What follows belongs to an exercise in optimizing a design on an open flow for a short achievable clock period and few clock cycles; a production flow would make more cautious choices. RTL that was checked went through simulation tests only; none was proved equivalent to the original.

## the reference run
## lsp_prev_engine
module lsp_prev_engine
#(
  parameter int M      = 10,
  parameter int NP     = 4,
  parameter int SHIFT  = 3,
  parameter int ADDR_W = 11,
  parameter int DATA_W = 32
) (
  input  logic              clk,
  input  logic              reset,
  input  logic              start,
  input  logic              mode,
  input  logic [ADDR_W-1:0] x_base,
  input  logic [ADDR_W-1:0] g_base,
  input  logic [ADDR_W-1:0] fp_base,
  input  logic [ADDR_W-1:0] fg_base,
  input  logic [ADDR_W-1:0] out_base,
  input  logic [DATA_W-1:0] readIn,
  output logic [ADDR_W-1:0] readAddr,
  output logic [ADDR_W-1:0] writeAddr,
  output logic [DATA_W-1:0] writeOut,
  output logic              writeEn,
  output logic              busy,
  output logic              done
);
Size in the first run: roughly 510 flip-flops.
Settings: LEC_CHECK=0, ABC_CLOCK_PERIOD_IN_PS=3000, CAP_MARGIN=20, CORE_MARGIN=2, CORE_UTILIZATION=40, SLEW_MARGIN=20; clock period 13.0 ns.
standard.sh (not shown) runs the stock make flow with config.mk's settings and CLKGATE_MAP_FILE= SYNTH_SCRIPT=/design/flow/synth_recipe.tcl, a recipe that flattens the netlist after the stock synthesis.
==> flow/flow/run.sh <==
#!/bin/bash
set -euo pipefail
bash standard.sh SETUP_SLACK_MARGIN=9.5 finish > flow_make.log 2>&1
The reference run: done, clean on timing, DRC and antenna
Changes in the trial run relative to the reference run:
--- a/flow/design.v
+++ b/flow/design.v
@@ -1486,48 +1486,50 @@
       w_eres = w_p[27:12];
     end else begin
       w_eres = w_p[31] ? 16'h8000 : 16'h7FFF;
     end
   end
   logic [135:0] w_epp;
   logic [31:0]  w_et_s, w_et_c;
   lsp_booth_pp u_epp (
     .one(r_gone), .two(r_gtwo), .neg(r_gneg), .b(r_acct), .pp(w_epp)
   );
   lsp_dadda32 u_fin (.pp(w_epp), .neg(r_gneg), .s(w_et_s), .c(w_et_c));
-  logic [31:0] r_wout;
+  logic [15:0] r_wout;
+  logic        r_wsx;
   logic        w_wen;
   assign w_wen = r_mode ? r_fv : r_e2v;
   always_ff @(posedge clk) begin
     if (d_init) begin
       r_acc <= r_mode ? 32'h0 : {r_x, 16'h0000};
     end else begin
       r_acc <= w_sat;
     end
     r_acct <= w_sat[31:16];
     r_es <= w_et_s;
     r_ec <= w_et_c;
-    r_wout <= r_mode ? {{16{w_sat[31]}}, w_sat[31:16]} : {{16{w_eres[15]}}, w_eres};
+    r_wout   <= r_mode ? w_sat[31:16] : w_eres;
+    r_wsx    <= r_mode ? w_t[32] : w_p[31];
     r_waddr <= r_wptr;
   end
   always_ff @(posedge clk) begin
     if (reset) begin
       r_fv   <= 1'b0;
       r_e1v  <= 1'b0;
       r_e2v  <= 1'b0;
       r_wen  <= 1'b0;
       r_done <= 1'b0;
     end else begin
       r_fv   <= d_fin;
       r_e1v  <= r_fv & ~r_mode;
       r_e2v  <= r_e1v;
       r_wen  <= w_wen;
       r_done <= w_wen & (r_wcnt == 4'(M - 1));
     end
   end
   assign readAddr  = r_raddr;
   assign writeAddr = r_waddr;
-  assign writeOut  = r_wout;
+  assign writeOut  = {{8{r_wsx}}, {8{r_wout[15]}}, r_wout};
   assign writeEn   = r_wen;
   assign busy      = r_busy;
   assign done      = r_done;
 endmodule
[summary]
No stage failed in the trial run, and the final checks on the layout all came back clean.
NOTE: clock skew in the trial run exceeds that of the reference run
Delta (the trial run minus the reference run): area after synthesis shows no meaningful change, number of antenna violations at the first check in global routing has increased, combined global-route utilization of all metal layers picked up an extra 0.52 points.
Filler cell count in the final layout: the reference run and the trial run compared, lower one is the trial run
No functional check of the RTL was part of any run of this note.

========
Another version of the RTL of lsp_prev_engine (not shown whole).
Size: ~2400 cells after synthesis, about 350 flip-flops, roughly 150 I/O pins, roughly 25000 um2 of cells after synthesis.
Settings: LEC_CHECK=0, ABC_CLOCK_PERIOD_IN_PS=3000, CAP_MARGIN=20, CORE_MARGIN=2, CORE_UTILIZATION=40, SLEW_MARGIN=20; clock period 13.0 ns.
Scripts as last shown in full above: flow/flow/run.sh
The baseline went through all stages and came out clean.
Testbench counts at the start, summed over its fixed seeds: cycles 20,262.
Next try:
--- a/flow/design.v
+++ b/flow/design.v
@@ -1677,30 +1677,28 @@
       r_ph1  <= r_rph;
       r_ph2  <= r_ph1;
     end
   end
   logic signed [15:0] r_din;      
   logic [15:0]        r_a;        
   logic [7:0]         r_aone, r_atwo, r_aneg;   
   logic               r_amin, r_anz;
-  logic [7:0]         r_gone, r_gtwo, r_gneg;   
+  logic [7:0]         r_gneg;                   
+  logic [7:0]         r_gone_u, r_gtwo_u;       
   logic [31:0]        r_ms, r_mc;    
   logic               r_msign;       
-  logic               r_mv, r_fv;    
+  logic               r_fv;          
   logic signed [31:0] r_acc;
   logic [31:0]        r_es, r_ec;    
   logic               r_e1v, r_e2v;
   logic w_sub;
   assign w_sub = ~r_mode;
-  logic d_lda, d_ldg, d_mul, d_fin, d_init;
+  logic d_mul, d_fin, d_init;
   always_comb begin
-    d_lda  = r_mode ? (r_ph2[0] | r_ph2[2] | r_ph2[4] | r_ph2[6] | r_ph2[8])
-                    : (r_ph2[0] | r_ph2[1] | r_ph2[3] | r_ph2[5] | r_ph2[7]);
-    d_ldg  = r_mode ? r_ph2[1] : r_ph2[9];
     d_mul  = r_mode ? (r_ph2[1] | r_ph2[3] | r_ph2[5] | r_ph2[7] | r_ph2[9])
                     : (r_ph2[2] | r_ph2[4] | r_ph2[6] | r_ph2[8]);
     d_fin  = r_mode ? r_ph2[9] : r_ph2[8];
     d_init = r_mode ? r_ph2[1] : r_ph2[0];
   end
   function automatic logic [23:0] booth_enc(input logic [15:0] v, input logic flip);
     logic [16:0] e;
     logic [7:0] one, two, neg;
@@ -1709,41 +1707,40 @@
       one[i] = e[2*i+1] ^ e[2*i];
       two[i] = (e[2*i+2] & ~e[2*i+1] & ~e[2*i]) | (~e[2*i+2] & e[2*i+1] & e[2*i]);
       neg[i] = e[2*i+2] ^ flip;
     end
     booth_enc = {one, two, neg};
   endfunction
   always_ff @(posedge clk) begin
     r_din <= readIn[15:0];
-    if (d_lda) begin
-      r_a <= r_din;
-      {r_aone, r_atwo, r_aneg} <= booth_enc(r_din, w_sub);
-      r_amin <= (r_din == 16'h8000);
-      r_anz  <= (r_din != 16'h0000);
-    end
-    if (d_ldg) begin
-      {r_gone, r_gtwo, r_gneg} <= booth_enc(r_din, 1'b0);
-    end
+    r_a   <= r_din;
+    {r_aone, r_atwo, r_aneg} <= booth_enc(r_din, w_sub);
+    {r_gone_u, r_gtwo_u, r_gneg} <= booth_enc(r_din, 1'b0);
+    r_amin <= (r_din == 16'h8000);
+    r_anz  <= (r_din != 16'h0000);
   end
   logic [30:0] w_ts, w_tc;
   lsp_booth_cs31 u_mul (
     .one(r_aone), .two(r_atwo), .neg(r_aneg), .b(r_din), .s(w_ts), .c(w_tc)
   );
   logic w_special;
   assign w_special = r_amin & (r_din == 16'sh8000);
   always_ff @(posedge clk) begin
-    if (w_special) begin
+    if (!d_mul) begin
+      r_ms <= 32'h0;
+      r_mc <= 32'h0;
+    end else if (w_special) begin
       r_ms <= w_sub ? 32'h8000_0001 : 32'h7FFF_FFFF;
       r_mc <= 32'h0;
     end else begin
       r_ms <= {w_ts, 1'b0};
       r_mc <= {w_tc, 1'b0};
     end
-    r_msign <= r_anz & (r_din != 16'h0000) & (r_a[15] ^ r_din[15] ^ w_sub);
+    r_msign <= d_mul & r_anz & (r_din != 16'h0000) & (r_a[15] ^ r_din[15] ^ w_sub);
   end
   logic [31:0] w_x3, w_c3, w_sum;
   logic        w_ovf;
   logic [31:0] w_sat;
   always_comb begin
     w_x3  = r_acc ^ r_ms ^ r_mc;
     w_c3  = {((r_acc[30:0] & r_ms[30:0]) | (r_acc[30:0] & r_mc[30:0]) |
               (r_ms[30:0] & r_mc[30:0])), 1'b0};
@@ -1758,42 +1755,40 @@
     if (w_p[31:27] == 5'b00000 || w_p[31:27] == 5'b11111) begin
       w_eres = w_p[27:12];
     end else begin
       w_eres = w_p[31] ? 16'h8000 : 16'h7FFF;
     end
   end
   logic [31:0] w_et_s, w_et_c;
   lsp_booth_cs32 u_fin (
-    .one(r_gone), .two(r_gtwo), .neg(r_gneg), .b(r_acc[31:16]), .s(w_et_s), .c(w_et_c)
+    .one(r_aone), .two(r_atwo), .neg(r_gneg), .b(r_acc[31:16]), .s(w_et_s), .c(w_et_c)
   );
   logic [31:0] r_wout;
   logic        w_wen;
   assign w_wen = r_mode ? r_fv : r_e2v;
   always_ff @(posedge clk) begin
     if (d_init) begin
       r_acc <= r_mode ? 32'h0 : {r_din, 16'h0000};
-    end else if (r_mv) begin
+    end else begin
       r_acc <= w_sat;
     end
     r_es <= w_et_s;
     r_ec <= w_et_c;
     r_wout <= r_mode ? {{16{w_sat[31]}}, w_sat[31:16]} : {{16{w_eres[15]}}, w_eres};
     r_waddr <= r_wptr;
   end
   always_ff @(posedge clk) begin
     if (reset) begin
-      r_mv   <= 1'b0;
       r_fv   <= 1'b0;
       r_e1v  <= 1'b0;
       r_e2v  <= 1'b0;
       r_wen  <= 1'b0;
       r_done <= 1'b0;
     end else begin
-      r_mv   <= d_mul;
       r_fv   <= d_fin;
       r_e1v  <= r_fv & ~r_mode;
       r_e2v  <= r_e1v;
       r_wen  <= w_wen;
       r_done <= w_wen & (r_wcnt == 4'(M - 1));
     end
   end
   assign readAddr  = r_raddr;
The new run went through all stages and came out clean.
Worst setup slack got worse by 0.023 ns.
Sequential share of layout area decreases by 2.3 points.
Cell area decreases by 5.4%.
Hold slack got worse by 0.011 ns.
Fmax decreases by 0.61%.
Wire length increases by 4.1%.
Count of clock-buffer cells in the layout increases by 2.
Via count hardly moves.
Global-route usage increases by 1.3 points.
Synthesized area decreases by 3.1%.
Only the layout flow was run in the second run of this note; the RTL was not checked for function there.

[what the ideal ports hide]
The results above use ideal ports. As a check the final layouts listed here were re-extracted and re-timed, cells and wires unchanged. Step 1, drivers: a clkbuf_16 drives clk and a buf_2 each remaining input, both assumed. Step 2, shift: input delay + t, output delay - t, t = (earliest + latest rising clock arrival at the registers) / 2. This alone moves slack from input paths to output paths. Slacks: ideal / step 1 / step 2; pairs: ideal / step 1.
run | t (ns) | setup WS [ns] | hold slack, ns
the reference run | 0.687 | 9.133 / 9.074 / 9.008 | 0.322 / 0.322 / 0.322
the trial run | 0.670 | 9.202 / 9.146 / 8.876 | 0.325 / 0.325 / 0.325
the first run of note 2 | 0.644 | 9.212 / 9.155 / 9.059 | 0.411 / 0.411 / 0.411
the second run of note 2 | 0.629 | 9.189 / 9.130 / 9.067 | 0.401 / 0.401 / 0.401
After both steps setup and hold are still met in every run listed. The setup slack of the trial run, which loses most, moves by -0.056 ns with the drivers and by -0.326 ns with both steps.
